This is an optimization exercise on Yosys and OpenROAD, whose aim is small area, a short achievable clock period and few clock cycles per item, not a production implementation.
Where RTL was checked, it was by simulation tests only, not by an equivalence proof against the original.
No functional check of the RTL was part of run 7.
No activity file was given, so power comes from the tool's default toggle rates.

===== design/flow/design.v =====
`timescale 1ns / 1ps
`default_nettype none
package rbv_pkg;
  localparam logic [31:0] CRC_POLY  = 32'h82F6_3B78;
  localparam logic [31:0] CRC_INIT  = 32'hFFFF_FFFF;
  localparam logic [2:0] ST_OK      = 3'd0;
  localparam logic [2:0] ST_TRUNC   = 3'd1;
  localparam logic [2:0] ST_NEG_LEN = 3'd2;
  localparam logic [2:0] ST_BAD_LEN = 3'd3;
  localparam logic [2:0] ST_CRC     = 3'd4;
  function automatic logic [31:0] crc32c_byte(input logic [31:0] crc, input logic [7:0] b);
    logic [31:0] c;
    c = crc ^ {24'h0, b};
    for (int k = 0; k < 8; k++) begin
      c = c[0] ? ((c >> 1) ^ CRC_POLY) : (c >> 1);
    end
    crc32c_byte = c;
  endfunction
  function automatic logic [8:0] add8_ks(input logic [7:0] a, input logic [7:0] b, input logic ci);
    logic [8:0] g;
    logic [8:0] p;
    g = {a & b, ci};
    p = {a ^ b, 1'b0};
    for (int d = 1; d < 9; d = d * 2) begin
      for (int i = 8; i >= d; i--) begin
        g[i] = g[i] | (p[i] & g[i - d]);
        p[i] = p[i] & p[i - d];
      end
    end
    add8_ks = {g[8], (a ^ b) ^ g[7:0]};
  endfunction
  function automatic logic [31:0] inc32_pp(input logic [31:0] x);
    logic [31:0] c;
    c = {x[30:0], 1'b1};
    for (int d = 1; d < 32; d = d * 2) begin
      for (int i = 31; i >= d + 1; i--) begin
        c[i] = c[i] & c[i - d];
      end
    end
    inc32_pp = x ^ c;
  endfunction
endpackage
`default_nettype wire
`timescale 1ns / 1ps
`default_nettype none
module record_batch_validator
(
  input  logic               clk,
  input  logic               rst,
  input  logic               in_valid,
  output logic               in_ready,
  input  logic [7:0]         data_byte,
  input  logic               end_of_span,
  input  logic               cfg_write,
  input  logic               cfg_data,
  output logic               out_valid,
  input  logic               out_ready,
  output logic               kind,
  output logic [7:0]         payload_byte,
  output logic [2:0]         status,
  output logic signed [63:0] batch_base,
  output logic [15:0]        attributes,
  output logic signed [63:0] writer_id,
  output logic signed [15:0] writer_epoch,
  output logic signed [31:0] first_seq,
  output logic signed [31:0] rec_count,
  output logic [31:0]        batch_size,
  output logic signed [63:0] final_offset,
  output logic               is_last
);
  logic       rv;          
  logic [7:0] rb;
  logic       re;
  logic       sv;          
  logic [7:0] sb;
  logic       se;
  logic       consume;     
  assign in_ready = !sv;
  always_ff @(posedge clk) begin
    if (rst) begin
      rv <= 1'b0;
      sv <= 1'b0;
    end else if (rv && !consume) begin
      if (in_valid && !sv) sv <= 1'b1;
    end else if (sv) begin
      rv <= 1'b1;
      sv <= 1'b0;
    end else begin
      rv <= in_valid;
    end
  end
  always_ff @(posedge clk) begin
    if (!sv) begin
      sb <= data_byte;
      se <= end_of_span;
    end
    if (!rv || consume) begin
      rb <= sv ? sb : data_byte;
      re <= sv ? se : end_of_span;
    end
  end
  logic [31:0] cnt;        
  logic        pay;        
  logic        vdone;      
  logic        peek_mode;
  logic [63:0] bb_n;
  logic [31:0] tot_n;      
  logic        tcarry;
  logic        neg;        
  logic [31:0] hcrc_n;
  logic [15:0] attr_n;
  logic [63:0] wid_n;
  logic [15:0] ep_n;
  logic [31:0] seq_n;
  logic [31:0] rc_n;
  logic [31:0] crc;
  logic [63:0] fo_n;
  logic        ov;
  logic        okind;
  logic [2:0]  ost;
  logic        h_bb, h_attr, h_wid, h_ep, h_seq, h_rc, h_fol, h_foh, h_tot;
  logic [7:0]  pr;         
  logic [7:0]  pr2;        
  logic        vpend;      
  logic        vchk;       
  logic [2:0]  vst;        
  logic        fbusy;      
  logic [5:0]  cl;         
  logic        hdr;        
  logic        outfree;    
  logic        payfree;    
  logic        p0;
  logic        hdr2;
  logic        act;
  logic        crcok;
  logic        is_last_pl;
  logic        at35;
  assign cl       = cnt[5:0];
  assign outfree  = !vpend && (!ov || out_ready);
  assign hdr2     = !pay && (cl >= 6'd3);
  assign payfree  = !ov || okind || out_ready;
  assign p0       = !pay && (cl == 6'd1);
  assign consume  = rv && (vdone || hdr2 || outfree || (p0 && !re && payfree));
  assign act      = consume && !vdone;
  assign hdr      = !pay && !vdone;
  assign at35     = !pay && (cl == 6'd36);
  assign crcok    = (crc == hcrc_n);
  assign is_last_pl = (cnt == ~tot_n);
  logic [7:0] tsum;
  logic       tco;
  assign {tco, tsum} = rbv_pkg::add8_ks((cl == 6'd12) ? {1'b0, rb[6:0]} : rb,
                                        (cl == 6'd9) ? 8'd12 : 8'd0,
                                        (cl != 6'd9) && tcarry);
  always_ff @(posedge clk) begin
    if (rst) begin
      cnt   <= 32'd1;
      pay   <= 1'b0;
      vdone <= 1'b0;
    end else if (consume) begin
      if (re) begin
        cnt   <= 32'd1;
        pay   <= 1'b0;
        vdone <= 1'b0;
      end else if (!vdone) begin
        cnt <= rbv_pkg::inc32_pp(cnt);
        if (at35) begin
          pay   <= 1'b1;
          vdone <= neg || (~tot_n < 32'd36) || peek_mode || (~tot_n == 32'd36);
        end else if (pay) begin
          vdone <= is_last_pl;
        end
      end
    end
  end
  logic hw;
  assign hw = rv && !vdone && hdr2;
  always_ff @(posedge clk) begin
    if (hw) begin
      case (cl)
        6'd3:  bb_n[23:0] <= ~{rb, pr, pr2};
        6'd4:  bb_n[31:24] <= ~rb;
        6'd5:  bb_n[39:32] <= ~rb;
        6'd6:  bb_n[47:40] <= ~rb;
        6'd7:  bb_n[55:48] <= ~rb;
        6'd8:  bb_n[63:56] <= ~rb;
        6'd9:  begin tot_n[7:0] <= ~tsum; tcarry <= tco; end
        6'd10: begin tot_n[15:8] <= ~tsum; tcarry <= tco; end
        6'd11: begin tot_n[23:16] <= ~tsum; tcarry <= tco; end
        6'd12: begin tot_n[31:24] <= ~tsum; neg <= rb[7]; end
        6'd13: hcrc_n[7:0] <= ~rb;
        6'd14: hcrc_n[15:8] <= ~rb;
        6'd15: hcrc_n[23:16] <= ~rb;
        6'd16: hcrc_n[31:24] <= ~rb;
        6'd17: attr_n[7:0] <= ~rb;
        6'd18: attr_n[15:8] <= ~rb;
        6'd19: wid_n[7:0] <= ~rb;
        6'd20: wid_n[15:8] <= ~rb;
        6'd21: wid_n[23:16] <= ~rb;
        6'd22: wid_n[31:24] <= ~rb;
        6'd23: wid_n[39:32] <= ~rb;
        6'd24: wid_n[47:40] <= ~rb;
        6'd25: wid_n[55:48] <= ~rb;
        6'd26: wid_n[63:56] <= ~rb;
        6'd27: ep_n[7:0] <= ~rb;
        6'd28: ep_n[15:8] <= ~rb;
        6'd29: seq_n[7:0] <= ~rb;
        6'd30: seq_n[15:8] <= ~rb;
        6'd31: seq_n[23:16] <= ~rb;
        6'd32: seq_n[31:24] <= ~rb;
        6'd33: rc_n[7:0] <= ~rb;
        6'd34: rc_n[15:8] <= ~rb;
        6'd35: rc_n[23:16] <= ~rb;
        6'd36: rc_n[31:24] <= ~rb;
        default: ;
      endcase
    end
  end
  always_ff @(posedge clk) begin
    if (act) begin
      if (!pay && cl <= 6'd16) crc <= rbv_pkg::CRC_INIT;
      else                     crc <= rbv_pkg::crc32c_byte(crc, rb);
    end
  end
  logic [2:0] fsq;         
  logic       fcar;        
  logic       fbw;         
  logic       f_shift;
  logic       f_add;
  logic [7:0] f_addend;
  logic [7:0] f_lane0;
  logic [8:0] f_sum;
  logic [7:0] f_dec;
  assign f_shift  = hw && (cl >= 6'd3) && (cl <= 6'd10);
  assign f_add    = (hw && (cl >= 6'd33) && (cl <= 6'd36)) || (fsq != 3'd0);
  assign f_addend = (fsq != 3'd0) ? {8{!rc_n[31]}} : rb;
  assign f_lane0  = ~fo_n[7:0];
  assign f_sum    = rbv_pkg::add8_ks(f_lane0, f_addend, fcar);
  assign f_dec    = pr2 - {7'd0, fbw};
  assign fbusy    = (fsq != 3'd0) && (fsq != 3'd4);
  always_ff @(posedge clk) begin
    if (f_shift || f_add) begin
      fo_n <= {f_shift ? ~f_dec : ~f_sum[7:0], fo_n[63:8]};
    end
    if (act && p0) begin
      fbw <= 1'b1;
    end else if (f_shift) begin
      fbw <= fbw && (pr2 == 8'd0);
    end
    if (hw && cl == 6'd3) begin
      fcar <= 1'b0;
    end else if (f_add) begin
      fcar <= f_sum[8];
    end
  end
  always_ff @(posedge clk) begin
    if (rst) begin
      fsq <= 3'd0;
    end else if (act && at35) begin
      fsq <= 3'd1;
    end else if (fsq == 3'd4) begin
      fsq <= 3'd0;
    end else if (fsq != 3'd0) begin
      fsq <= fsq + 3'd1;
    end
  end
  always_ff @(posedge clk) begin
    if (rst) begin
      peek_mode <= 1'b0;
    end else if (cfg_write) begin
      peek_mode <= cfg_data;
    end
  end
  always_ff @(posedge clk) begin
    if (act) begin
      pr  <= rb;
      pr2 <= pr;
    end
  end
  logic       ov_d;
  logic       okind_d;
  logic [2:0] ost_d;
  logic       ohide_d;
  assign ohide_d = !okind_d || (ost_d == rbv_pkg::ST_TRUNC);
  always_comb begin
    ov_d    = ov;
    okind_d = okind;
    ost_d   = ost;
    if (act && !pay && cl < 6'd36 && re) begin
      ov_d    = 1'b1;
      okind_d = 1'b1;
      ost_d   = rbv_pkg::ST_TRUNC;
    end else if (act && pay) begin
      ov_d    = 1'b1;
      okind_d = 1'b0;
      ost_d   = rbv_pkg::ST_OK;
    end else if (vpend && (!ov || out_ready) && !fbusy) begin
      ov_d    = 1'b1;
      okind_d = 1'b1;
      ost_d   = vchk ? (crcok ? rbv_pkg::ST_OK : rbv_pkg::ST_CRC) : vst;
    end else if (ov && out_ready) begin
      ov_d    = 1'b0;
    end
  end
  always_ff @(posedge clk) begin
    okind  <= okind_d;
    ost    <= ost_d;
    h_bb   <= ohide_d || (hw && cl >= 6'd3  && cl <= 6'd8);
    h_tot  <= ohide_d || (hw && cl >= 6'd9  && cl <= 6'd12) || (ost_d == rbv_pkg::ST_NEG_LEN);
    h_attr <= ohide_d || (hw && cl >= 6'd17 && cl <= 6'd18);
    h_wid  <= ohide_d || (hw && cl >= 6'd19 && cl <= 6'd26);
    h_ep   <= ohide_d || (hw && cl >= 6'd27 && cl <= 6'd28);
    h_seq  <= ohide_d || (hw && cl >= 6'd29 && cl <= 6'd32);
    h_rc   <= ohide_d || (hw && cl >= 6'd33 && cl <= 6'd36);
    h_fol  <= ohide_d || (hw && cl >= 6'd3  && cl <= 6'd6);
    h_foh  <= ohide_d || (hw && cl >= 6'd7  && cl <= 6'd10);
  end
  always_ff @(posedge clk) begin
    if (rst) begin
      ov    <= 1'b0;
      vpend <= 1'b0;
    end else begin
      ov <= ov_d;
      if (act && pay) begin
        if (is_last_pl) begin
          vpend <= 1'b1;
          vchk  <= 1'b1;
          vst   <= rbv_pkg::ST_OK;
        end else if (re) begin
          vpend <= 1'b1;
          vchk  <= 1'b0;
          vst   <= rbv_pkg::ST_BAD_LEN;
        end
      end else if (!(act && !pay && cl < 6'd36 && re) && vpend && (!ov || out_ready) && !fbusy) begin
        vpend <= 1'b0;
      end
      if (vpend && vchk) begin
        vchk <= 1'b0;
        vst  <= crcok ? rbv_pkg::ST_OK : rbv_pkg::ST_CRC;
      end
      if (act && at35) begin
        if (neg) begin
          vpend <= 1'b1; vchk <= 1'b0; vst <= rbv_pkg::ST_NEG_LEN;
        end else if (~tot_n < 32'd36) begin
          vpend <= 1'b1; vchk <= 1'b0; vst <= rbv_pkg::ST_BAD_LEN;
        end else if (peek_mode) begin
          vpend <= 1'b1; vchk <= 1'b0; vst <= rbv_pkg::ST_OK;
        end else if (~tot_n == 32'd36) begin
          vpend <= 1'b1; vchk <= 1'b1; vst <= rbv_pkg::ST_OK;
        end else if (re) begin
          vpend <= 1'b1; vchk <= 1'b0; vst <= rbv_pkg::ST_BAD_LEN;
        end
      end
    end
  end
  assign out_valid    = ov;
  assign kind         = okind;
  assign is_last      = okind;
  assign status       = ost;
  assign payload_byte = pr & {8{!okind}};
  assign batch_base   = ~(bb_n | {64{h_bb}});
  assign attributes   = ~(attr_n | {16{h_attr}});
  assign writer_id    = ~(wid_n | {64{h_wid}});
  assign writer_epoch = ~(ep_n | {16{h_ep}});
  assign first_seq    = ~(seq_n | {32{h_seq}});
  assign rec_count    = ~(rc_n | {32{h_rc}});
  assign batch_size   = ~(tot_n | {32{h_tot}});
  assign final_offset = ~(fo_n | {{32{h_foh}}, {32{h_fol}}});
endmodule
`default_nettype wire

===== design/flow/flow/run.sh =====
#!/bin/bash
# Standard layout, except that the port buffers are the small sky130 buffer
# instead of the delay buffer buffer_ports picks by default.
set -uo pipefail
bash standard.sh synth > synth.log 2>&1 || exit 1
export BUFFER_PORTS_ARGS="-buffer_cell sky130_fd_sc_hd__buf_1"
bash standard.sh > layout.log 2>&1

===== design/flow/standard.sh =====
#!/bin/bash
# synth_recipe.tcl (not shown) runs the flow's synth.tcl, then flattens the netlist and writes it again
# the make line also repeats each setting of config.mk as NAME=value (left out here)
make -C /OpenROAD-flow-scripts/flow DESIGN_CONFIG=/design/flow/config.mk WORK_HOME=/design/flow/orfs CLKGATE_MAP_FILE= SYNTH_SCRIPT=/design/flow/synth_recipe.tcl "${@:-finish}"

===== design/flow/config.mk =====
export PLATFORM = sky130hd
export DESIGN_NAME = record_batch_validator
export DESIGN_NICKNAME = record_batch_validator
export VERILOG_FILES = /design/flow/design.v
export SDC_FILE = /design/flow/constraint.sdc
export NUM_CORES = 4
export LEC_CHECK = 0
export ABC_CLOCK_PERIOD_IN_PS = 2800
export CAP_MARGIN = 20
export CORE_MARGIN = 2
export CORE_UTILIZATION = 65
export CTS_CLUSTER_DIAMETER = 60
export CTS_CLUSTER_SIZE = 24
export PLACE_DENSITY = 0.8
export SETUP_SLACK_MARGIN = 4.1
export SLEW_MARGIN = 20

===== design/flow/constraint.sdc =====
create_clock -name core_clock -period 7.0 [get_ports {clk}]
set_input_delay 1.4000 -clock core_clock [delete_from_list [all_inputs] [get_ports {clk}]]
set_output_delay 1.4000 -clock core_clock [all_outputs]
set_load 0.01 [all_outputs]

==> results of run 1 <==
-- area by class of cell --
type,instances,area (sq um),share of cell area
Clock buffer,34,787,0.0337
Clock inverter,20,255,0.0109
Inverter,58,251,0.0108
Multi-Input combinational cell,985,6010,0.257
Sequential cell,481,13800,0.591
Tap cell,396,495,0.0212
Timing Repair Buffer,383,1750,0.0747
-- logic make-up after synthesis --
group | Yosys count | synth area share
compound gates | 107 | 0.0369
mux | 13 | 0.00704
fa+ha+maj | 22 | 0.0141
flops | 481 | 0.687
xor+xnor | 185 | 0.0867
simple gates | 656 | 0.144
buf+inv | 124 | 0.0243
-- cells in the mapped netlist (3+ instances only) --
cell / n / area, sq um
edfxtp_1: 415 / 12500
nor2_1: 409 / 1540
xnor2_1: 104 / 911
nand2_1: 78 / 293
xor2_1: 68 / 596
dfxtp_1: 66 / 1320
inv_1: 56 / 210
clkbuf_1: 53 / 199
nor4_1: 34 / 213
nand3_1: 27 / 135
nor3_1: 26 / 130
a21oi_1: 23 / 115
ha_1: 21 / 263
o21ai_0: 20 / 100
and3_1: 16 / 100
nand4_1: 16 / 100
a21o_1: 10 / 75.1
buf_2: 10 / 50.1
mux2_2: 9 / 101
nand2b_1: 9 / 56.3
or3_1: 9 / 56.3
xnor2_2: 9 / 146
a31oi_1: 8 / 50.1
nor2b_1: 8 / 50.1
and2_1: 5 / 31.3
o21a_1: 5 / 37.5
mux2i_1: 4 / 40.0
o31ai_1: 4 / 30.0
a211oi_1: 3 / 22.5
and4_1: 3 / 26.3
nor4b_1: 3 / 26.3
o211ai_1: 3 / 22.5
-- flip-flops by register name, indices dropped and copies added (netlist names), 3 cells and up --
register and cells:
attr_n 16, bb_n 64, cnt 32, crc 32, ep_n 16, fo_n 64, fsq 3, hcrc_n 32
ost 3, pr 8, pr2 8, rb 8, rc_n 32, sb 8, seq_n 32, tot_n 32
vst 3, wid_n 64
-- through the flow --
step           cells  instance area [sq um]
5_1_grt         2357                  23400
6_report        2357                  23400
2_1_floorplan   1588                  20200
3_5_place_dp    2285                  21800
3_3_place_gp    2285                  21800
4_1_cts         2349                  23100
-- power breakdown --
part	leakage [nW]	internal (mW)	switching [mW]
registers	4.20	3.30	0.0848
clock network	0.503	0.927	0.989
logic	3.19	0.242	0.390
total	7.89	4.47	1.46
-- repair_timing --
action / in CTS / in global routing
setup buffers: 8 / 6
cloned: 2 / 0
setup endpoints to repair: 512 / 223
endpoints found under the hold margin: 0 / 0
gates resized for setup: 53 / 73
pin swaps: 1 / 2
-- path summary, 6_finish.rpt --
path | start | cells after the start | to | slack [ns]
setup / recovery | h_wid$_DFF_P_ | 3 | writer_id[44] | 4.08
hold / removal | fo_n[54]$_DFFE_PP_ | 0 | fo_n[46]$_DFFE_PP_ | 0.44
setup reg to reg | cnt[1]$_SDFFE_PP0P_ | 8 | vst[1]$_DFFE_PN_ | 4.17
hold reg to reg | fo_n[54]$_DFFE_PP_ | 0 | fo_n[46]$_DFFE_PP_ | 0.44
-- routing by layer --
metal | vias to the layer above | share of wire | routed length [microns] | GRT usage
li1 | 6235 | - | - | -
met1 | 6822 | 0.37 | 20500 | 0.445
met2 | 986 | 0.48 | 26500 | 0.551
met3 | 178 | 0.096 | 5290 | 0.0543
met4 | 0 | 0.050 | 2750 | 0.149
met5 | - | 0 | 0 | 0
==> notes.md, run 1 <==
Boundary Pins=350; Rel. slew slack=0.291; Routability Congestion=0.955; WP data arrival=1.52 ns; Tot Pwr=5.93 mW; Post-synth EDFFs=415; CP max stage delay=0.42 ns; largest net degree at the start of global routing=58; routed len/inst=23.4 microns; Routed WL=55100 microns; Starting Density=0.658; Avg Cell Area, Syn=12.6 sq um; CP Max Fanout=32; Ys Warns=1; CTS Hold Buffers Added=0; VDD IR max=0.221 mV; crit path launch type=register; CP Data Required Time=5.60 ns; clk_skew=0.0181 ns; cts bufs inserted=30; final hold vios=0; worst min path class=reg -> reg; worst-margin pin slew=1.06 ns; Max Cap Viol=0; synth unique cells=75; critical path's top delay family=flip-flops; post-route setup slack=4.08 ns; register area share after synthesis=0.687; num rows=64; initial antenna violation count=0; clock tree sinks=481; WP buf/inv=2; Hold WS=0.439 ns; total gr overflow=0; Clk Latency, worst-skew pair=0.59 ns; Seq cells post-synth=481; status=no timing/DRC/antenna violations; ANT nets after route=0; final net count=1976; fin crit period=2.92 ns; Iter 0 DRT Violations=1656; Die H=180 microns; Synthesized Nets=1625; power density cells=254 nW/um^2; Root Driver=clkbuf_16; Final Cycle Share=0.417; depth of the CTS H-tree=1; vias post-DR=14200; Crit Path Class=reg -> out; CTS tree=yes; utilization after layout=0.766; most common cell after layout, fill and taps aside=edfxtp_1; worst path cell trace=buf_12, nor2_1, clkbuf_2; Antenna Cells=0; Pre-Repair DR Iteration Count=5; asr flop ratio synth=0; top_reg_cell synth=edfxtp_1; setup slack at placement=3.21 ns; CTS clk-pin slew, worst paths=0.09 ns; Die X=180 microns; Vias/cell=6.03; die area=32300 sq um; Critical Path Slowest Stage Cell=dfxtp_4; fin. max-slew vios=0; core area=30500 sq um; crit path capture type=output port; Total GRT Usage=0.335; Mapped Area=20100 sq um; post-detail-place hpwl=37100 microns; count of final setup violators=0; Synth-to-Final Area Change=16.4%; layout cells sized above 1=0.120; Port Buffers=349; global-route wire length before repair=82400 microns; Remaining DRCs=0; # fillers=1890; commonest cells after routing, fill and taps aside=edfxtp_1 (415), nor2_1 (397), buf_1 (280), xnor2_1 (102), nand2_1 (78); setup TNS=0 ns; RSZ-0062 raised after global routing=yes; Leak=7.89 nW; highest clock rate=343 MHz; CTS Buffer Depth=3; vias in the first global route=13600; post-synthesis cell count=1588
Testbench counts, summed over its fixed seeds: cycles 30,292, bytes 30,182.
==> run 2, diff against run 1 <==
--- a/design/flow/config.mk
+++ b/design/flow/config.mk
@@ -8,9 +8,9 @@
 export ABC_CLOCK_PERIOD_IN_PS = 2800
 export CAP_MARGIN = 20
 export CORE_MARGIN = 2
-export CORE_UTILIZATION = 65
+export CORE_UTILIZATION = 60
 export CTS_CLUSTER_DIAMETER = 60
 export CTS_CLUSTER_SIZE = 24
-export PLACE_DENSITY = 0.8
+export PLACE_DENSITY = 0.65
 export SETUP_SLACK_MARGIN = 4.1
 export SLEW_MARGIN = 20
==> run 2 against run 1 <==
Against the previous run:
- sequential share of layout area decreased by 0.17 points
- largest power group unchanged
- die area increased by 8.1%
- register-to-register slack got worse by 0.02 ns
- final area rose by 0.27%
- sequential power barely moved
- count of clock-buffer cells in the layout rose by 3
- maximum frequency up 0.97%
- setup slack gained 0.028 ns
- still clean on timing, DRC and antenna
==> notes.md, run 2 <==
r2r startpoint=cnt[1]$_SDFFE_PP0P_; setup slack at placement=3.17 ns (-0.0438 ns); initial antenna violation count=0 (unchanged); Post-synth EDFFs=415 (unchanged); worst min path class=reg -> reg; count of final setup violators=0 (unchanged); final hold vios=0 (unchanged); Pre-Repair DR Iteration Count=5 (unchanged); most frequent cell after synthesis=edfxtp_1; Post-synth top cells=edfxtp_1 (415), nor2_1 (409), xnor2_1 (104), nand2_1 (78), xor2_1 (68); asr flop ratio synth=0 (unchanged); Post-Synth Adder-Cell Area=0.0141 (unchanged); CTS clk-pin slew, worst paths=0.08 ns (about the same); Root Driver=clkbuf_16; clock tree sinks=481 (unchanged); vias in the first global route=13200 (-3.2%); Max Cap Viol=0 (unchanged); RSZ-0062 raised after global routing=yes; xor and xnor area share after synthesis=0.0867 (unchanged); layout cells sized above 1=0.0949 (-0.0254); Total GRT Usage=0.313 (-0.0211); final net count=1974 (-0.10%); Setup crit start=h_bb$_DFF_P_; CP Data Required Time=5.60 ns (about the same); Seq cells post-synth=481 (unchanged); Routed WL=55500 microns (+0.69%); CTS Hold Buffers Added=0 (unchanged); fin crit period=2.89 ns (-0.0280 ns); post-detail-place hpwl=38500 microns (+3.8%); vias post-DR=13800 (-3.0%); routed len/inst=23.1 microns (-1.2%); Leak=7.68 nW (-2.7%); RR Endpoint=vst[1]$_DFFE_PN_; Rel. slew slack=0.281 (-0.0102); Mapped Area=20100 sq um (unchanged); Area after DPL=21900 sq um (+0.29%); simple-gate share of the synthesized area=0.144 (unchanged); register area share after synthesis=0.687 (unchanged); Yosys top cell by area=edfxtp_1; setup TNS=0 ns (unchanged); VDD IR max=0.226 mV (+2.2%); Synth top area share=0.621 (unchanged); Avg Cell Area, Syn=12.6 sq um (unchanged); core area=32700 sq um (+7.2%); Iter 0 DRT Violations=1295 (-22%); crit path launch type=register; post-route setup slack=4.11 ns (+0.0280 ns); WP data arrival=1.49 ns (-0.03 ns); multiplexer share of the synthesized area=0.00704 (unchanged); CP Max Fanout=64 (+100%); clk_skew=0.0246 ns (+0.00651 ns); Die X=187 microns (+4.0%); top_reg_cell synth=edfxtp_1; Final Cycle Share=0.413 (-0.00400); power density cells=259 nW/um^2 (+2.2%); highest clock rate=346 MHz (+0.97%); Worst Reg-to-Reg Cells=9 (+1); status=no timing/DRC/antenna violations; worst-margin pin slew=1.07 ns (+0.0189 ns); critical path capture point=batch_base[63]; Routability Congestion=0.914 (-4.4%); Crit Path Class=reg -> out; commonest cells after routing, fill and taps aside=edfxtp_1 (415), nor2_1 (394), buf_1 (339), xnor2_1 (102), nand2_1 (78); Die H=187 microns (+4.0%); total gr overflow=0 (unchanged); post-synthesis cell count=1588 (unchanged); ANT nets after route=0 (unchanged); design area=23400 sq um (+0.27%); Synth area leaders=edfxtp_1 (62%), nor2_1 (7.6%), dfxtp_1 (6.6%), xnor2_1 (4.5%), xor2_1 (3.0%); Hold WS=0.449 ns (+0.0100 ns); largest net degree at the start of global routing=65 (+12%); reg2reg setup slack=4.15 ns (-0.02 ns); Synth-to-Final Area Change=16.7%; Antenna Cells=0 (unchanged); Starting Density=0.614 (-0.0441); crit path capture type=output port; CTS Buffer Depth=3 (unchanged); global-route wire length before repair=82600 microns (+0.28%); main combinational cell family by area after synthesis=simple AND/OR/NAND/NOR gates; Ys Warns=1 (unchanged); fin. max-slew vios=0 (unchanged); depth of the CTS H-tree=2 (+1); Synthesized Nets=1625 (unchanged); cts bufs inserted=34 (+13%); Port Buffers=349 (unchanged); Synth Area in Compound Gates=0.0369 (unchanged); Top Registers=bb_n (64), fo_n (64), wid_n (64); num rows=66 (+3.1%); Vias/cell=5.74 (-4.8%); CTS tree=yes; most common cell after layout, fill and taps aside=edfxtp_1; Boundary Pins=350 (unchanged); Remaining DRCs=0 (unchanged); die area=34900 sq um (+8.1%); synth unique cells=75 (unchanged); Clk Latency, worst-skew pair=0.54 ns (-0.05 ns)
[run 2: cell count changes in the layout (fill, tap and decap cells not counted), moves of 3 or more]
cell and delta:
buf_1 +59, clkbuf_2 -45, buf_2 -17, clkinv_8 -5, clkbuf_16 +4, dfxtp_2 +4, inv_8 +4, buf_6 -3
nor2_1 -3, nor2_4 +3
[run 2: layout make-up]
| type | instances | area, sq um |
|---|---|---|
| Sequential cell | 481 | 13800 |
| Timing Repair Buffer | 375 | 1570 |
| Clock inverter | 21 | 250 |
| Timing Repair inverter | 1 | 8.76 |
| Multi-Input combinational cell | 986 | 6080 |
| Tap cell | 442 | 553 |
| Clock buffer | 37 | 893 |
| Inverter | 58 | 251 |
| Fill cell | 2336 | 9270 |
[run 2: worst min path at each step]
| stage | from | endpoint | slack (ns) | cells after the start |
|---|---|---|---|---|
| after floorplan | rb[1]$_DFFE_PN_ | pr[1]$_DFFE_PN_ | 0.42 | 0 |
| after global placement | fo_n[29]$_DFFE_PP_ | fo_n[21]$_DFFE_PP_ | 0.43 | 0 |
| after detailed placement | fo_n[47]$_DFFE_PP_ | fo_n[39]$_DFFE_PP_ | 0.43 | 0 |
| after CTS | fo_n[47]$_DFFE_PP_ | fo_n[39]$_DFFE_PP_ | 0.45 | 0 |
| after global routing | fo_n[47]$_DFFE_PP_ | fo_n[39]$_DFFE_PP_ | 0.45 | 0 |
| final | fo_n[47]$_DFFE_PP_ | fo_n[39]$_DFFE_PP_ | 0.45 | 0 |
[run 2: logic make-up after synthesis]
family | Yosys count
flip-flops | 481
AO/OA/AOI/OAI | 107
adder cells (fa/ha/maj) | 22
buffers and inverters | 124
multiplexers | 13
AND/OR/NAND/NOR | 656
XOR/XNOR | 185
[run 2: metrics by stage]
stage	utilization	instances	power, mW
floorplan	-	1588	3.84
global placement	0.670	2330	4.00
detailed placement	0.670	2330	4.02
CTS	0.710	2390	6.07
global route	0.717	2401	6.29
finish	0.717	2401	6.08
[run 2: routing by layer]
layer,global-route usage,vias up,share of wire
met2,0.516,695,0.47
met4,0.110,0,0.039
met5,0,-,0
met3,0.0392,110,0.078
li1,-,6240,-
met1,0.436,6746,0.41
[run 2: worst max-delay path: stages, from the launching register on]
cell,delay (ns)
dfxtp_2,0.33
buf_12,0.19
nor2_1,0.22
buf_1,0.17
[run 2: repair_timing]
action	in CTS	in global routing
pin swaps	1	8
cloned	1	3
setup buffers	1	8
gates resized for setup	55	27
hold endpoints to repair	0	0
setup endpoints to repair	580	156
[run 2: power breakdown]
part | switching [mW] | internal (mW) | total, mW
combinational | 0.384 | 0.239 | 0.623
sequential | 0.0840 | 3.30 | 3.39
clock | 0.999 | 1.07 | 2.07
total | 1.47 | 4.61 | 6.08
==> run 3, diff against run 2 <==
--- a/design/flow/config.mk
+++ b/design/flow/config.mk
@@ -5,12 +5,12 @@
 export SDC_FILE = /design/flow/constraint.sdc
 export NUM_CORES = 4
 export LEC_CHECK = 0
-export ABC_CLOCK_PERIOD_IN_PS = 2800
+export ABC_CLOCK_PERIOD_IN_PS = 3400
 export CAP_MARGIN = 20
 export CORE_MARGIN = 2
 export CORE_UTILIZATION = 60
 export CTS_CLUSTER_DIAMETER = 60
 export CTS_CLUSTER_SIZE = 24
-export PLACE_DENSITY = 0.65
+export PLACE_DENSITY = 0.75
 export SETUP_SLACK_MARGIN = 4.1
 export SLEW_MARGIN = 20
==> run 3 against run 2 <==
Against the previous run:
- still clean
- register-to-register slack barely moved
- synthesized cell count stayed put
- routed wire length is 4.3% lower
- synthesized area unchanged
- critical endpoint is now batch_base[41]
- largest cell class unchanged
- largest power group unchanged
==> notes.md, run 3 <==
status=no timing/DRC/antenna violations; CTS Hold Buffers Added=0 (unchanged); Die X=187 microns (unchanged); Synthesized Nets=1625 (unchanged); utilization after layout=0.715 (-0.00130); count of final setup violators=0 (unchanged); largest net degree at the start of global routing=65 (unchanged); main combinational cell family by area after synthesis=simple AND/OR/NAND/NOR gates; Max Cap Viol=0 (unchanged); CP Max Fanout=64 (unchanged); Synth top area share=0.621 (unchanged); Remaining DRCs=0 (unchanged); CTS Buffer Depth=3 (unchanged); Post-Synth Adder-Cell Area=0.0141 (unchanged); VDD IR max=0.152 mV (-33%); die area=34900 sq um (unchanged); ANT nets after route=0 (unchanged); Register Area=13800 sq um (about the same); Ys Warns=1 (unchanged); top_reg_cell synth=edfxtp_1; clock tree sinks=481 (unchanged); most common cell after layout, fill and taps aside=edfxtp_1; Crit Path Class=reg -> out; layout cells sized above 1=0.0935 (-0.00148); Synth Area in Compound Gates=0.0369 (unchanged); Hold WS=0.452 ns (+0.00336 ns); max layer used=met4; Die H=187 microns (unchanged); Mapped Area=20100 sq um (unchanged); Routed WL=53100 microns (-4.3%); Top Registers=bb_n (64), fo_n (64), wid_n (64); Seq cells post-synth=481 (unchanged); commonest cells after routing, fill and taps aside=edfxtp_1 (415), nor2_1 (395), buf_1 (335), xnor2_1 (103), nand2_1 (77); Synth area leaders=edfxtp_1 (62%), nor2_1 (7.6%), dfxtp_1 (6.6%), xnor2_1 (4.5%), xor2_1 (3.0%); power density cells=260 nW/um^2 (+0.32%); Boundary Pins=350 (unchanged); Final Cycle Share=0.410 (-0.00278); Total GRT Usage=0.298 (-0.0153); worst-margin pin slew=1.00 ns (-0.0699 ns); worst min path class=reg -> reg; asr flop ratio synth=0 (unchanged); Antenna Cells=0 (unchanged); register area share after synthesis=0.687 (unchanged); CP Data Required Time=5.60 ns (about the same); total gr overflow=0 (unchanged); Metal-1 WL=21000 microns (-7.3%); Starting Density=0.614 (unchanged); post-synthesis cell count=1588 (unchanged); Placed Cells=2330 (unchanged); metal2 WL=24900 microns (-5.3%); Pre-Repair DR Iteration Count=7 (+2); Yosys top cell by area=edfxtp_1; Port Buffers=349 (unchanged); crit path capture type=output port; Avg Cell Area, Syn=12.6 sq um (unchanged); # fillers=2260 (-3.3%); design area=23400 sq um (-0.18%); Area after DPL=21900 sq um (about the same); Root Driver=clkbuf_16; final net count=1970 (-0.20%); Clk Latency, worst-skew pair=0.54 ns (about the same); Finished Layout Cells=2400 (-0.042%); clk_skew=0.0157 ns (-0.00888 ns); routed wl met3=4850 microns (+12%); multi-input logic area=6030 sq um (-0.97%); Vias/cell=5.81 (+1.1%); global-route wire length before repair=79200 microns (-4.1%); synth unique cells=75 (unchanged); Rel. slew slack=0.325 (+0.0444); post-detail-place hpwl=36600 microns (-5.0%); WP data arrival=1.47 ns (-0.02 ns); Post-synth top cells=edfxtp_1 (415), nor2_1 (409), xnor2_1 (104), nand2_1 (78), xor2_1 (68); crit path launch type=register; num rows=66 (unchanged); Synth-to-Final Area Change=16.5%; RSZ-0062 raised after global routing=yes; CTS tree=yes; depth of the CTS H-tree=2 (unchanged); xor and xnor area share after synthesis=0.0867 (unchanged); fin. max-slew vios=0 (unchanged); Iter 0 DRT Violations=1637 (+26%); setup TNS=0 ns (unchanged); final hold vios=0 (unchanged); highest clock rate=349 MHz (+0.68%); multiplexer share of the synthesized area=0.00704 (unchanged); vias post-DR=13900 (+1.0%); routed len/inst=22.1 microns (-4.2%); most frequent cell after synthesis=edfxtp_1; CTS clk-pin slew, worst paths=0.07 ns (about the same); cts bufs inserted=35 (+2.9%); core area=32700 sq um (unchanged); Leak=7.67 nW (-0.16%); Routability Congestion=0.913 (about the same); Post-synth EDFFs=415 (unchanged); fin crit period=2.87 ns (-0.0195 ns); simple-gate share of the synthesized area=0.144 (unchanged); initial antenna violation count=0 (unchanged); vias in the first global route=13100 (-0.72%)
run 3: cells by family (layout without fill, tap and decap cells):
family / Yosys count / after routing
adder cells (fa/ha/maj): 22 / 22
buffers and inverters: 124 / 493
AO/OA/AOI/OAI: 107 / 107
AND/OR/NAND/NOR: 656 / 657
multiplexers: 13 / 13
flip-flops: 481 / 481
XOR/XNOR: 185 / 185
run 3: worst max-delay path, stage by stage, from the launching register on:
cell     delay (ns)
dfxtp_2        0.33
buf_12         0.18
nor2_1         0.22
buf_1          0.18
run 3: final timing paths:
| path | cells after the start | slack, ns | startpoint | end |
|---|---|---|---|---|
| worst max-delay path | 3 | 4.13 | h_bb$_DFF_P_ | batch_base[41] |
| worst min register to register | 0 | 0.45 | pr[5]$_DFFE_PN_ | pr2[5]$_DFFE_PN_ |
| worst min-delay path | 0 | 0.45 | pr[5]$_DFFE_PN_ | pr2[5]$_DFFE_PN_ |
| worst max register to register | 6 | 4.16 | rb[2]$_DFFE_PN_ | crc[3]$_SDFFCE_PP1N_ |
run 3: layout make-up:
class,count,share of cell area
clock buffer,37,0.0378
clock inverter,25,0.0124
inverter,58,0.0108
multi-input combinational,984,0.258
sequential,481,0.591
tap,442,0.0236
timing repair buffer,372,0.0668
timing repair inverter,1,0.000374
run 3: what timing repair did:
action                     in CTS  in global routing
gates resized for setup        40                 37
pin swaps                       0                  6
setup endpoints to repair     521                243
cloned                          1                  1
buffers inserted                4                  2
run 3: where the power goes:
part           leakage (nW)  switching (mW)  internal (mW)  total (mW)
clock network         0.558            1.03           1.04        2.08
logic                  2.91           0.378          0.240       0.618
registers              4.20          0.0878           3.30        3.39
total                  7.67            1.50           4.59        6.09
run 3: metrics by stage:
stage          setup slack [ns]  power [mW]
6_report                   4.13        6.09
2_1_floorplan              3.96        3.84
4_1_cts                    3.99        6.08
5_1_grt                    3.99        6.29
3_3_place_gp               3.29        3.99
3_5_place_dp               3.15        4.01
run 3: metal layers:
layer | vias to the layer above | global-route usage
met5 | - | 0
met4 | 0 | 0.123
met3 | 149 | 0.0465
met2 | 810 | 0.480
met1 | 6746 | 0.411
li1 | 6228 | -
==> run 4, diff against run 3 <==
==> design/flow/config.mk (replaced) <==
export PLATFORM = sky130hd
export DESIGN_NAME = record_batch_validator
export DESIGN_NICKNAME = record_batch_validator
export VERILOG_FILES = /design/flow/design.v
export SDC_FILE = /design/flow/constraint.sdc
export NUM_CORES = 4
export LEC_CHECK = 0
export ABC_CLOCK_PERIOD_IN_PS = 2800
export CAP_MARGIN = 20
export CORE_MARGIN = 2
export CORE_UTILIZATION = 60
export CTS_CLUSTER_DIAMETER = 50
export CTS_CLUSTER_SIZE = 20
export PLACE_DENSITY = 0.75
export SETUP_SLACK_MARGIN = 4.1
export SLEW_MARGIN = 20
==> run 4 against run 3 <==
Against the previous run:
- still clean
- final area rose by 1.1%
- clock skew shrank 0.00069 ns
- maximum frequency down 1.2%
- non-clock buffer count is 1 higher
- sequential share of layout area decreased by 0.62 points
- count of clock-buffer cells in the layout grew 9
- combinational power increased by 2%
- sequential power hardly changed
- cell count grew 0.54%
- global-route usage increased by 0.25 points
- setup slack worse by 0.035 ns
- critical path depth is the same
- largest cell class unchanged
- highest routed layer unchanged
==> notes.md, run 4 <==
status=no timing/DRC/antenna violations; # fillers=2213 (-2.1%); Vias/cell=5.75 (-0.97%); Routed WL=53500 microns (+0.82%); clk_skew=0.0150 ns (-0.000688 ns); routed len/inst=22.2 microns (+0.27%); Final Cycle Share=0.415 (+0.00499); Leak=7.80 nW (+1.7%); total gr overflow=0 (unchanged); Yosys top cell by area=edfxtp_1; Antenna Cells=0 (unchanged); Routability Congestion=0.913 (unchanged); ANT nets after route=0 (unchanged); final net count=1977 (+0.36%); depth of the CTS H-tree=2 (unchanged); Port Buffers=349 (unchanged); setup TNS=0 ns (unchanged); worst path cell trace=buf_12, nor2_1, buf_1; Avg Cell Area, Syn=12.6 sq um (unchanged); Post-synth top cells=edfxtp_1 (415), nor2_1 (409), xnor2_1 (104), nand2_1 (78), xor2_1 (68); CTS Buffer Depth=3 (unchanged); vias post-DR=13900 (-0.44%); post-detail-place hpwl=36600 microns (unchanged); Hold WS=0.442 ns (-0.0105 ns); power density cells=267 nW/um^2 (+2.7%); CTS tree=yes; Synth-to-Final Area Change=17.8%; top_reg_cell synth=edfxtp_1; Mapped Area=20100 sq um (unchanged); Iter 0 DRT Violations=1667 (+1.8%); Max Cap Viol=0 (unchanged); worst min path class=reg -> reg; core area=32700 sq um (unchanged); Crit Path Class=reg -> out; synth unique cells=75 (unchanged); RSZ-0062 raised after global routing=yes; r2r startpoint=rb[4]$_DFFE_PN_; vias in the first global route=13100 (+0.14%); global-route wire length before repair=79800 microns (+0.77%); worst-margin pin slew=0.997 ns (-0.00784 ns); Ys Warns=1 (unchanged); Synth top area share=0.621 (unchanged); Seq cells post-synth=481 (unchanged); cts bufs inserted=41 (+17%); layout cells sized above 1=0.107 (+0.0136); final hold vios=0 (unchanged); Die X=187 microns (unchanged); clock tree sinks=481 (unchanged); Synth area leaders=edfxtp_1 (62%), nor2_1 (7.6%), dfxtp_1 (6.6%), xnor2_1 (4.5%), xor2_1 (3.0%); Top Registers=bb_n (64), fo_n (64), wid_n (64); Post-synth EDFFs=415 (unchanged); highest clock rate=344 MHz (-1.2%); crit path capture type=output port; Pre-Repair DR Iteration Count=5 (-2); multi-input logic area=6060 sq um (+0.60%); Root Driver=clkbuf_16; post-synthesis cell count=1588 (unchanged); Starting Density=0.614 (unchanged); CP Max Fanout=6 (-91%); critical path capture point=writer_id[37]; Clk Latency, worst-skew pair=0.55 ns (about the same); CTS Hold Buffers Added=0 (unchanged); Total GRT Usage=0.301 (+0.00250); Synthesized Nets=1625 (unchanged); Remaining DRCs=0 (unchanged); Critical Path Slowest Stage Cell=dfxtp_4; fin. max-slew vios=0 (unchanged); CTS clk-pin slew, worst paths=0.08 ns (about the same); CP Data Required Time=5.60 ns (about the same); VDD IR max=0.227 mV (+49%); most frequent cell after synthesis=edfxtp_1; count of final setup violators=0 (unchanged); crit path launch type=register; Rel. slew slack=0.331 (+0.00527); Register Area=13800 sq um (about the same); CP max stage delay=0.38 ns (+0.05 ns); Boundary Pins=350 (unchanged); register area share after synthesis=0.687 (unchanged); die area=34900 sq um (unchanged); largest net degree at the start of global routing=65 (unchanged); Worst Reg-to-Reg Cells=6 (unchanged); most common cell after layout, fill and taps aside=edfxtp_1; initial antenna violation count=0 (unchanged); asr flop ratio synth=0 (unchanged); RR Endpoint=crc[2]$_SDFFCE_PP1N_; WP data arrival=1.50 ns (+0.03 ns); Setup crit start=h_wid$_DFF_P_; fin crit period=2.90 ns (+0.0350 ns); num rows=66 (unchanged); commonest cells after routing, fill and taps aside=edfxtp_1 (415), nor2_1 (389), buf_1 (329), xnor2_1 (103), nand2_1 (77); Die H=187 microns (unchanged); reg2reg setup slack=4.13 ns (-0.03 ns)
## run 4: changes by cell type in the layout (fill, tap and decap cells not counted), moves of 4 or more
cell | previous run | this run
clkbuf_2 | 11 | 19
nor2_1 | 395 | 389
clkbuf_16 | 35 | 43
nor2_2 | 12 | 16
buf_1 | 335 | 329
## run 4: final cells by class
cell class,instances,share of cell area
timing repair inverter,1,0.000371
sequential,481,0.584
multi-input combinational,984,0.256
inverter,58,0.0106
timing repair buffer,373,0.0667
clock inverter,28,0.0120
tap,442,0.0234
clock buffer,46,0.0460
## run 4: cell families (layout without fill, tap and decap cells)
kind of cell | Yosys count | after routing | share of synthesized area
xor+xnor | 185 | 185 | 0.0867
simple gates | 656 | 657 | 0.144
compound gates | 107 | 107 | 0.0369
fa+ha+maj | 22 | 22 | 0.0141
buf+inv | 124 | 506 | 0.0243
mux | 13 | 13 | 0.00704
flops | 481 | 481 | 0.687
## run 4: worst min path at each step
stage | startpoint | to | slack [ns] | depth (start not counted)
6_report | fo_n[49]$_DFFE_PP_ | fo_n[41]$_DFFE_PP_ | 0.44 | 0
2_1_floorplan | rb[1]$_DFFE_PN_ | pr[1]$_DFFE_PN_ | 0.42 | 0
3_3_place_gp | fo_n[34]$_DFFE_PP_ | fo_n[26]$_DFFE_PP_ | 0.43 | 0
4_1_cts | fo_n[49]$_DFFE_PP_ | fo_n[41]$_DFFE_PP_ | 0.44 | 0
3_5_place_dp | fo_n[52]$_DFFE_PP_ | fo_n[44]$_DFFE_PP_ | 0.43 | 0
5_1_grt | fo_n[49]$_DFFE_PP_ | fo_n[41]$_DFFE_PP_ | 0.44 | 0
## run 4: report_power, final
| part | switching [mW] | internal (mW) | total [mW] |
|---|---|---|---|
| sequential | 0.0868 | 3.30 | 3.39 |
| clock | 1.11 | 1.18 | 2.30 |
| combinational | 0.391 | 0.242 | 0.633 |
## run 4: what timing repair did
action,CTS,global route
setup endpoints to repair,517,164
cloned,1,1
buffers inserted,5,2
pin swaps,0,6
gates resized for setup,45,48
## run 4: worst max-delay path, delay by kind of cell (launching register included)
family	cells	cell delay, ns
buffers and inverters	2	0.34
and+or+nand+nor	1	0.23
DFF	1	0.38
## run 4: stage by stage
stage          worst slack [ns]  utilization  instances  cell area [sq um]  power (mW)
6_report                   4.10        0.723       2413              23600        6.32
5_1_grt                    4.09        0.723       2413              23600        6.52
4_1_cts                    3.99        0.717       2410              23500        6.28
3_5_place_dp               3.15        0.669       2330              21900        4.01
3_3_place_gp               3.29        0.669       2330              21900        3.99
2_1_floorplan              3.96            -       1588              20200        3.84
## run 4: routing by layer
metal	share of wire	vias to the layer above	GRT usage
met1	0.40	6651	0.416
li1	-	6254	-
met3	0.091	132	0.0480
met2	0.47	835	0.481
met4	0.040	0	0.123
met5	0	-	0
==> run 5, diff against run 4 <==
--- a/design/flow/config.mk
+++ b/design/flow/config.mk
@@ -9,8 +9,9 @@
 export CAP_MARGIN = 20
 export CORE_MARGIN = 2
 export CORE_UTILIZATION = 60
+export CTS_BUF_LIST = sky130_fd_sc_hd__clkbuf_8
 export CTS_CLUSTER_DIAMETER = 50
-export CTS_CLUSTER_SIZE = 20
+export CTS_CLUSTER_SIZE = 16
 export PLACE_DENSITY = 0.75
 export SETUP_SLACK_MARGIN = 4.1
 export SLEW_MARGIN = 20
==> run 5 against run 4 <==
Against the previous run:
- largest cell class unchanged
- critical path type unchanged
- worst hold slack improved by 0.0096 ns
- synthesized area did not move
- cell count fell by 0.12%
- register-to-register slack improved by 0.04 ns
- flip-flop and latch count did not move
- still clean
- clock skew rose by 0.0060 ns
- combinational power barely moved
- critical endpoint is now writer_id[29]
==> notes.md, run 5 <==
status=no timing/DRC/antenna violations; CTS clk-pin slew, worst paths=0.09 ns (about the same); Register Area=13800 sq um (about the same); WP data arrival=1.50 ns (about the same); Routability Congestion=0.913 (unchanged); Total GRT Usage=0.298 (-0.00289); Antenna Cells=0 (unchanged); Clk Latency, worst-skew pair=0.58 ns (+0.03 ns); asr flop ratio synth=0 (unchanged); commonest cells after routing, fill and taps aside=edfxtp_1 (415), nor2_1 (363), buf_1 (271), xnor2_1 (103), nand2_1 (77); depth of the CTS H-tree=2 (unchanged); routed len/inst=22.3 microns (+0.37%); CP max stage delay=0.40 ns (+0.02 ns); Remaining DRCs=0 (unchanged); final net count=1980 (+0.15%); Port Buffers=349 (unchanged); num rows=66 (unchanged); Die X=187 microns (unchanged); Starting Density=0.614 (unchanged); crit path launch type=register; most frequent cell after synthesis=edfxtp_1; multi-input logic area=6170 sq um (+1.7%); setup TNS=0 ns (unchanged); core area=32700 sq um (unchanged); simple-gate share of the synthesized area=0.144 (unchanged); Die H=187 microns (unchanged); total gr overflow=0 (unchanged); CP Max Fanout=16 (+10); Synth Area in Compound Gates=0.0369 (unchanged); CTS tree=yes; Yosys top cell by area=edfxtp_1; Iter 0 DRT Violations=1502 (-9.9%); crit path capture type=output port; clk_skew=0.0210 ns (+0.00597 ns); vias in the first global route=13100 (+0.31%); power density cells=247 nW/um^2 (-7.7%); post-synthesis cell count=1588 (unchanged); Post-synth top cells=edfxtp_1 (415), nor2_1 (409), xnor2_1 (104), nand2_1 (78), xor2_1 (68); Boundary Pins=350 (unchanged); post-detail-place hpwl=36600 microns (unchanged); # fillers=2276 (+2.8%); CTS Buffer Depth=3 (unchanged); worst path cell trace=buf_8, nor2_1, clkbuf_2; Synth top area share=0.621 (unchanged); Crit Path Class=reg -> out; CP Data Required Time=5.60 ns (about the same); layout cells sized above 1=0.149 (+0.0418); final hold vios=0 (unchanged); Critical Path Slowest Stage Cell=dfxtp_4; Ys Warns=1 (unchanged); synth unique cells=75 (unchanged); fin crit period=2.90 ns (+0.00121 ns); Root Driver=clkbuf_8; global-route wire length before repair=79100 microns (-0.89%); Mapped Area=20100 sq um (unchanged); largest net degree at the start of global routing=65 (unchanged); Top Registers=bb_n (64), fo_n (64), wid_n (64); Routed WL=53600 microns (+0.24%); Placed Cells=2330 (unchanged); ANT nets after route=0 (unchanged); count of final setup violators=0 (unchanged); Synth-to-Final Area Change=16.6%; vias post-DR=14000 (+0.93%); xor and xnor area share after synthesis=0.0867 (unchanged); highest clock rate=344 MHz (about the same); Seq cells post-synth=481 (unchanged); WP buf/inv=2 (unchanged); top_reg_cell synth=edfxtp_1; Vias/cell=5.81 (+1.1%); die area=34900 sq um (unchanged); Finished Layout Cells=2410 (-0.12%); Rel. slew slack=0.317 (-0.0134); fin. max-slew vios=0 (unchanged); initial antenna violation count=0 (unchanged); cts bufs inserted=43 (+4.9%); Synth area leaders=edfxtp_1 (62%), nor2_1 (7.6%), dfxtp_1 (6.6%), xnor2_1 (4.5%), xor2_1 (3.0%); Leak=7.84 nW (+0.58%); clock tree sinks=481 (unchanged); main combinational cell family by area after synthesis=simple AND/OR/NAND/NOR gates; worst-margin pin slew=1.02 ns (+0.0188 ns); VDD IR max=0.115 mV (-50%); worst min path class=reg -> reg; Post-synth EDFFs=415 (unchanged); RSZ-0062 raised after global routing=yes; multiplexer share of the synthesized area=0.00704 (unchanged); most common cell after layout, fill and taps aside=edfxtp_1; Avg Cell Area, Syn=12.6 sq um (unchanged); Pre-Repair DR Iteration Count=5 (unchanged); Final Cycle Share=0.415 (about the same); critical path's top delay family=flip-flops; register area share after synthesis=0.687 (unchanged); Max Cap Viol=0 (unchanged); Post-Synth Adder-Cell Area=0.0141 (unchanged); Synthesized Nets=1625 (unchanged)
-- run 5: metrics by stage --
stage / hold slack, ns / power [mW] / setup slack (ns) / area [sq um] / utilization
finish: 0.451 / 5.78 / 4.10 / 23400 / 0.716
global route: 0.466 / 5.96 / 4.04 / 23400 / 0.716
CTS: 0.449 / 5.74 / 3.95 / 23000 / 0.704
detailed placement: 0.433 / 4.01 / 3.15 / 21900 / 0.669
global placement: 0.430 / 3.99 / 3.29 / 21900 / 0.669
floorplan: 0.421 / 3.84 / 3.96 / 20200 / -
-- run 5: where the power goes --
group	internal (mW)	switching, mW	leakage [nW]
Combinational	0.244	0.389	3.17
Sequential	3.30	0.0868	4.20
Clock	0.800	0.957	0.469
Total	4.35	1.43	7.84
-- run 5: final timing paths --
check                                         from                   end  slack, ns  cells after the start
worst max register to register     rb[4]$_DFFE_PN_  crc[2]$_SDFFCE_PP1N_       4.17                      6
worst min-delay path            fo_n[53]$_DFFE_PP_    fo_n[45]$_DFFE_PP_       0.45                      0
worst max-delay path                 h_wid$_DFF_P_         writer_id[29]       4.10                      3
worst min register to register  fo_n[53]$_DFFE_PP_    fo_n[45]$_DFFE_PP_       0.45                      0
-- run 5: timing repair --
action	in CTS	in global routing
cloned	1	2
hold buffers	0	0
endpoints found under the setup margin	556	165
gates resized for setup	51	142
pin swaps	0	4
setup buffers	5	2
-- run 5: cell type report --
cell class | instances | area share
Sequential cell | 481 | 0.590
Multi-Input combinational cell | 984 | 0.263
Timing Repair Buffer | 375 | 0.0725
Clock buffer | 44 | 0.0259
Tap cell | 442 | 0.0236
Clock inverter | 26 | 0.0134
Inverter | 58 | 0.0107
-- run 5: logic make-up after synthesis --
| kind of cell | Yosys count |
|---|---|
| DFF | 481 |
| muxes | 13 |
| buffers and inverters | 124 |
| xor gates and xnor gates | 185 |
| AOI/OAI and AO/OA | 107 |
| adders and majority gates | 22 |
| and+or+nand+nor | 656 |
-- run 5: metal layers --
layer / global-route usage / wire (microns) / vias up
li1: - / - / 6238
met1: 0.412 / 21200 / 6791
met2: 0.474 / 25300 / 835
met3: 0.0475 / 4900 / 137
met4: 0.127 / 2210 / 0
met5: 0 / 0 / -
-- run 5: worst reg2reg max path: cells and delay by family (launching register included) --
| family | cells | cell delay (ns) |
|---|---|---|
| XOR/XNOR | 4 | 1.65 |
| flip-flops | 1 | 0.64 |
| AND/OR/NAND/NOR | 1 | 0.16 |
| AO/OA/AOI/OAI | 1 | 0.10 |
==> run 6, diff against run 5 <==
--- a/design/flow/config.mk
+++ b/design/flow/config.mk
@@ -9,9 +9,8 @@
 export CAP_MARGIN = 20
 export CORE_MARGIN = 2
 export CORE_UTILIZATION = 60
-export CTS_BUF_LIST = sky130_fd_sc_hd__clkbuf_8
-export CTS_CLUSTER_DIAMETER = 50
-export CTS_CLUSTER_SIZE = 16
+export CTS_CLUSTER_DIAMETER = 60
+export CTS_CLUSTER_SIZE = 24
 export PLACE_DENSITY = 0.75
 export SETUP_SLACK_MARGIN = 4.1
 export SLEW_MARGIN = 20
==> run 6 against run 5 <==
Against the previous run:
- sequential share of layout area is essentially flat
- sequential power is essentially flat
- still clean on timing, DRC and antenna
- count of clock-buffer cells in the layout is 7 lower
- clock power is 18% higher
- critical endpoint is now batch_base[41]
- first-iteration DRC count increased by 9.0%
- largest cell class unchanged
- synthesized area stayed put
- setup slack better by 0.036 ns
- final area is essentially flat
- clock skew shrank 0.0053 ns
- global-route usage is essentially flat
==> notes.md, run 6 <==
Boundary Pins=350 (unchanged); core area=32700 sq um (unchanged); # fillers=2260 (-0.70%); crit path capture type=output port; global-route wire length before repair=79200 microns (+0.13%); Logic pwr share=0.101 (-0.008); Worst Reg-to-Reg Cells=6 (unchanged); Finished Layout Cells=2400 (-0.41%); count of final setup violators=0 (unchanged); sequential share of power=0.557 (-0.029); layout cells sized above 1=0.0935 (-0.0554); Clk Latency, worst-skew pair=0.54 ns (-0.04 ns); hold path cells=0 (unchanged); Crit Path Class=reg -> out; Remaining DRCs=0 (unchanged); max layer used=met4; Top Registers=bb_n (64), fo_n (64), wid_n (64); commonest cells after routing, fill and taps aside=edfxtp_1 (415), nor2_1 (395), buf_1 (335), xnor2_1 (103), nand2_1 (77); Vias/cell=5.81 (about the same); Mapped Area=20100 sq um (unchanged); Placed Cells=2330 (unchanged); crit path launch type=register; final hold vios=0 (unchanged); clock tree sinks=481 (unchanged); status=no timing/DRC/antenna violations; post-synthesis cell count=1588 (unchanged); initial antenna violation count=0 (unchanged); synth unique cells=75 (unchanged); cts bufs inserted=35 (-19%); VDD IR max=0.152 mV (+33%); Leak=7.67 nW (-2.2%); fin. max-slew vios=0 (unchanged); Metal-1 WL=21000 microns (-0.80%); most common cell after layout, fill and taps aside=edfxtp_1; CP Max Fanout=64 (+48); WP data arrival=1.47 ns (-0.03 ns); vias in the first global route=13100 (-0.44%); Die X=187 microns (unchanged); fin crit period=2.87 ns (-0.0362 ns); Net Switching=1.50 mW (+4.7%); Hold Crit Start=pr[5]$_DFFE_PN_; metal2 WL=24900 microns (-1.7%); top_reg_cell synth=edfxtp_1; sw frac=0.246 (-0.00151); Port Buffers=349 (unchanged); CTS clk-pin slew, worst paths=0.07 ns (-0.02 ns); Pint=4.59 mW (+5.6%); ANT nets after route=0 (unchanged); vias post-DR=13900 (-0.49%); Post-synth top cells=edfxtp_1 (415), nor2_1 (409), xnor2_1 (104), nand2_1 (78), xor2_1 (68); Root Driver=clkbuf_16; post-detail-place hpwl=36600 microns (unchanged); Synth-to-Final Area Change=16.5% (about the same); Tot Pwr=6.09 mW (+5.4%); CP max stage delay=0.33 ns (-0.07 ns); worst path cell trace=buf_12, nor2_1, buf_1; Register Area=13800 sq um (about the same); die area=34900 sq um (unchanged); CTS Buffer Depth=3 (unchanged); multi-input logic area=6030 sq um (-2.3%); routed len/inst=22.1 microns (-0.64%); r2r startpoint=rb[2]$_DFFE_PN_; Max Cap Viol=0 (unchanged); Critical Path Slowest Stage Cell=dfxtp_2; worst min path class=reg -> reg; total gr overflow=0 (unchanged); Pre-Repair DR Iteration Count=7 (+2); Synthesized Nets=1625 (unchanged); largest net degree at the start of global routing=65 (unchanged); Rel. slew slack=0.325 (+0.00815); Ys Warns=1 (unchanged); power density cells=260 nW/um^2 (+5.4%); Die H=187 microns (unchanged); num rows=66 (unchanged); Iter 0 DRT Violations=1637 (+9.0%); clock network power share=0.342 (+0.038); Yosys top cell by area=edfxtp_1; asr flop ratio synth=0 (unchanged); Setup crit start=h_bb$_DFF_P_; register area share after synthesis=0.687 (unchanged); Final Cycle Share=0.410 (-0.00517); Synth area leaders=edfxtp_1 (62%), nor2_1 (7.6%), dfxtp_1 (6.6%), xnor2_1 (4.5%), xor2_1 (3.0%); most frequent cell after synthesis=edfxtp_1; Antenna Cells=0 (unchanged); CTS Hold Buffers Added=0 (unchanged); clk_skew=0.0157 ns (-0.00529 ns); CTS tree=yes; setup TNS=0 ns (unchanged); RSZ-0062 raised after global routing=yes; Routability Congestion=0.913 (unchanged); CP Data Required Time=5.60 ns (about the same); Routed WL=53100 microns (-1.1%); routed wl met3=4850 microns (-1.1%); worst-margin pin slew=1.00 ns (-0.0110 ns); depth of the CTS H-tree=2 (unchanged); final net count=1970 (-0.51%); Total GRT Usage=0.298 (+0.000389); highest clock rate=349 MHz (+1.3%); Starting Density=0.614 (unchanged); Avg Cell Area, Syn=12.6 sq um (unchanged); Seq cells post-synth=481 (unchanged); Post-synth EDFFs=415 (unchanged); Synth top area share=0.621 (unchanged)
-- run 6: cell counts after synthesis --
Identical to the previous run, type by type.
-- run 6: cell type report --
cell class                      count  share of cell area
Timing Repair Buffer              372              0.0668
Multi-Input combinational cell    984               0.258
Tap cell                          442              0.0236
Clock buffer                       37              0.0378
Timing Repair inverter              1            0.000374
Inverter                           58              0.0108
Clock inverter                     25              0.0124
Sequential cell                   481               0.591
-- run 6: kinds of logic after synthesis --
group,Yosys count,synth area share
AO/OA/AOI/OAI,107,0.0369
XOR/XNOR,185,0.0867
adder cells (fa/ha/maj),22,0.0141
buffers and inverters,124,0.0243
flip-flops,481,0.687
multiplexers,13,0.00704
AND/OR/NAND/NOR,656,0.144
-- run 6: critical path: cells and delay by family, from the launching register on --
kind                   cells  cell delay, ns
buffers and inverters      2            0.36
flip-flops                 1            0.33
AND/OR/NAND/NOR            1            0.22
-- run 6: worst paths after layout --
kind                                to  slack [ns]
setup / recovery        batch_base[41]        4.13
hold / removal        pr2[5]$_DFFE_PN_        0.45
setup reg to reg  crc[3]$_SDFFCE_PP1N_        4.16
hold reg to reg       pr2[5]$_DFFE_PN_        0.45
-- run 6: what timing repair did --
action                     4_1_cts  5_1_grt
setup endpoints to repair      521      243
resized for setup               40       37
pin swaps                        0        6
gates cloned                     1        1
buffers inserted                 4        2
-- run 6: power by group through the flow --
stage / Clock (mW) / Sequential, mW / Combinational, mW
final: 2.08 / 3.39 / 0.618
after global routing: 2.21 / 3.40 / 0.675
after CTS: 2.10 / 3.39 / 0.584
after detailed placement: 0 / 3.46 / 0.558
after global placement: 0 / 3.45 / 0.543
after floorplan: 0 / 3.41 / 0.431
-- run 6: through the flow --
step	hold WS, ns	cell area (sq um)	util	worst slack (ns)
floorplan	0.421	20200	-	3.96
global placement	0.430	21900	0.669	3.29
detailed placement	0.433	21900	0.669	3.15
CTS	0.451	23200	0.711	3.99
global route	0.465	23400	0.715	3.99
finish	0.452	23400	0.715	4.13
-- run 6: routing by layer --
layer,track usage,up-vias
met2,0.480,810
met4,0.123,0
li1,-,6228
met5,0,-
met1,0.411,6746
met3,0.0465,149
==> run 7, diff against run 6 <==
--- a/design/flow/design.v
+++ b/design/flow/design.v
@@ -76,17 +76,16 @@
   logic       se;
   logic       consume;     
   assign in_ready = !sv;
+  assign rv = sv || in_valid;
+  assign rb = sv ? sb : data_byte;
+  assign re = sv ? se : end_of_span;
   always_ff @(posedge clk) begin
     if (rst) begin
-      rv <= 1'b0;
       sv <= 1'b0;
-    end else if (rv && !consume) begin
-      if (in_valid && !sv) sv <= 1'b1;
     end else if (sv) begin
-      rv <= 1'b1;
-      sv <= 1'b0;
-    end else begin
-      rv <= in_valid;
+      if (consume) sv <= 1'b0;
+    end else if (in_valid && !consume) begin
+      sv <= 1'b1;
     end
   end
   always_ff @(posedge clk) begin
@@ -94,10 +93,6 @@
       sb <= data_byte;
       se <= end_of_span;
     end
-    if (!rv || consume) begin
-      rb <= sv ? sb : data_byte;
-      re <= sv ? se : end_of_span;
-    end
   end
   logic [31:0] cnt;        
   logic        pay;        
==> run 7 against run 6 <==
Against the previous run:
- still clean
- first-iteration DRC count shrank 10%
- via count shrank 0.65%
- clock skew grew 0.0073 ns
- sequential power shrank 1%
- combinational power grew 37%
==> notes.md, run 7 <==
status=no timing/DRC/antenna violations; utilization after layout=0.759 (+0.0435); simple-gate share of the synthesized area=0.136 (-0.00781); most common cell after layout, fill and taps aside=edfxtp_1; register area share after synthesis=0.689 (+0.00247); Routed WL=55900 microns (+5.4%); Ys Warns=1 (unchanged); CTS clk-pin slew, worst paths=0.08 ns (about the same); worst min path class=reg -> reg; worst-margin pin slew=0.754 ns (-0.250 ns); most frequent cell after synthesis=nor2_1; Remaining DRCs=0 (unchanged); CP Data Required Time=7.32 ns (+1.72 ns); vias post-DR=13800 (-0.65%); multiplexer share of the synthesized area=0.00978 (+0.00273); Synth top area share=0.623 (+0.00183); crit path capture type=register; Clk Latency, worst-skew pair=0.61 ns (+0.07 ns); Avg Cell Area, Syn=12.7 sq um (+0.52%); power density cells=253 nW/um^2 (-2.7%); global-route wire length before repair=78400 microns (-1.0%); Die H=185 microns (-1.2%); clock tree sinks=471 (-2.1%); commonest cells after routing, fill and taps aside=edfxtp_1 (406), nor2_1 (364), buf_1 (268), xor2_1 (87), nand2_1 (74); RR Endpoint=bb_n[51]$_DFFE_PP_; post-detail-place hpwl=35400 microns (-3.1%); core area=32400 sq um (-1.0%); Post-Synth Adder-Cell Area=0.0144 (+0.000355); Max Cap Viol=0 (unchanged); Worst Reg-to-Reg Cells=6 (unchanged); met3 usage=0.0488 (+0.00228); main combinational cell family by area after synthesis=simple AND/OR/NAND/NOR gates; Synth area leaders=edfxtp_1 (62%), nor2_1 (8.0%), dfxtp_1 (6.6%), xor2_1 (4.1%), xnor2_1 (3.7%); Starting Density=0.605 (-0.00897); top_reg_cell synth=edfxtp_1; r2r startpoint=cnt[1]$_SDFFE_PP0P_; Leak=8.42 nW (+9.8%); RSZ-0062 raised after global routing=yes; GRT met1 Usage=0.426 (+0.0152); cts bufs inserted=31 (-11%); CTS Hold Buffers Added=0 (unchanged); Synth-to-Final Area Change=25.4%; Post-synth EDFFs=406 (-2.2%); CTS tree=yes; total gr overflow=0 (unchanged); vias in the first global route=12600 (-3.3%); initial antenna violation count=1 (+1); critical path's top delay family=XOR/XNOR gates; Final Cycle Share=0.427 (+0.0175); crit path launch type=primary input; synth unique cells=56 (-25%); Root Driver=clkbuf_16; Iter 0 DRT Violations=1472 (-10%); Vias/cell=5.71 (-1.7%); WP data arrival=3.31 ns (+1.84 ns); CP Max Fanout=5 (-92%); reg2reg setup slack=4.12 ns (-0.04 ns); post-route setup slack=4.01 ns (-0.123 ns); clk_skew=0.0230 ns (+0.00726 ns); Seq cells post-synth=471 (-2.1%); setup TNS=0 ns (unchanged); Hold Crit Start=fo_n[63]$_DFFE_PP_; Die X=185 microns (-1.2%); Pre-Repair DR Iteration Count=6 (-1); Total GRT Usage=0.311 (+0.0127); CP max stage delay=0.25 ns (-0.08 ns); routed len/inst=23.1 microns (+4.3%); Yosys top cell by area=edfxtp_1; CTS Buffer Depth=3 (unchanged); final hold vios=0 (unchanged); Mapped Area=19600 sq um (-2.5%)
[run 7: cell count changes after synthesis, sizes merged, moves of 6 or more]
| cell | before | now |
|---|---|---|
| a21oi | 24 | 38 |
| nor3 | 26 | 18 |
| nand4 | 16 | 22 |
| mux2 | 9 | 0 |
| nor2 | 410 | 416 |
| buf | 13 | 4 |
| nor4 | 37 | 22 |
| nand3 | 27 | 20 |
| xnor2 | 113 | 95 |
| edfxtp | 415 | 406 |
| mux2i | 4 | 13 |
| xor2 | 69 | 97 |
[run 7: layer usage]
layer / vias to the layer above / routed length (microns)
li1: 6136 / -
met1: 6840 / 21500
met2: 764 / 27600
met3: 103 / 5070
met4: 0 / 1840
met5: - / 0
[run 7: how the worst max path moves through the flow]
stage                             start                    end  slack (ns)  cells past startpoint
floorplan                  data_byte[2]  crc[11]$_SDFFCE_PP1N_        3.39                      8
detailed placement         data_byte[1]   crc[1]$_SDFFCE_PP1N_        2.64                      9
global placement           data_byte[1]   crc[1]$_SDFFCE_PP1N_        2.78                      9
global route               data_byte[7]  crc[11]$_SDFFCE_PP1N_        3.96                     10
finish                     data_byte[1]   crc[3]$_SDFFCE_PP1N_        4.01                     12
CTS                 cnt[0]$_SDFFE_PP1P_    seq_n[22]$_DFFE_PP_        3.99                      6
[run 7: layout make-up]
class	count	area (sq um)
flip-flops and latches	471	13500
repair inverters	1	8.76
fillers	2027	7810
clock buffers	33	783
inverters	56	226
multi-input cells	954	6560
repair buffers	443	2540
clock inverters	24	343
well taps	442	553
diodes	1	2.50
[run 7: logic make-up after synthesis]
logic type,after synthesis
adder cells (fa/ha/maj),22
XOR/XNOR,192
flip-flops,471
AND/OR/NAND/NOR,631
AO/OA/AOI/OAI,94
buffers and inverters,118
multiplexers,13
[run 7: timing repair]
item,4_1_cts,5_1_grt
buffers inserted,47,30
setup endpoints to repair,730,425
resized for setup,108,182
gates cloned,6,1
pin swaps,20,30
[run 7: per-stage QoR]
stage	instances	area, sq um	total power [mW]	hold WS (ns)
3_3_place_gp	2283	21600	4.01	0.429
5_1_grt	2425	24600	6.40	0.454
6_report	2425	24600	6.22	0.451
3_5_place_dp	2283	21600	4.04	0.433
4_1_cts	2393	23800	6.13	0.451
2_1_floorplan	1541	19900	3.86	0.426
[run 7: power breakdown]
group          total, mW  internal [mW]  switching (mW)  leakage (nW)
Sequential          3.34           3.25          0.0905          4.14
Clock               2.03          0.982            1.05         0.539
Combinational      0.844          0.361           0.483          3.75
Total               6.22           4.60            1.62          8.42

what the ideal ports hide:
In the flow no input, the clock included, has a driving cell. The finished layouts below were timed again as built, in two steps.
Step 1 assumes that a clkbuf_16 drives the clock port and a buf_2 every other input.
Step 2 times the ports against the registers' clock, not the clock port: input delays grow and output delays shrink by t, the midpoint of the rising clock arrivals with the driver on.
a / b / c = no drivers / after step 1 / after step 2; a / b = the first two.
run | shift t [ns] | setup WS [ns]
run 1 | 0.631 | 4.084 / 4.032 / 3.563
run 2 | 0.583 | 4.112 / 4.056 / 3.589
run 3 | 0.585 | 4.132 / 4.074 / 3.647
run 4 | 0.595 | 4.097 / 4.042 / 3.660
run 5 | 0.621 | 4.095 / 4.046 / 3.589
run 6 | 0.585 | 4.132 / 4.074 / 3.647
run 7 | 0.645 | 4.009 / 3.995 / 3.370
After both steps setup and hold are still met in every run listed.
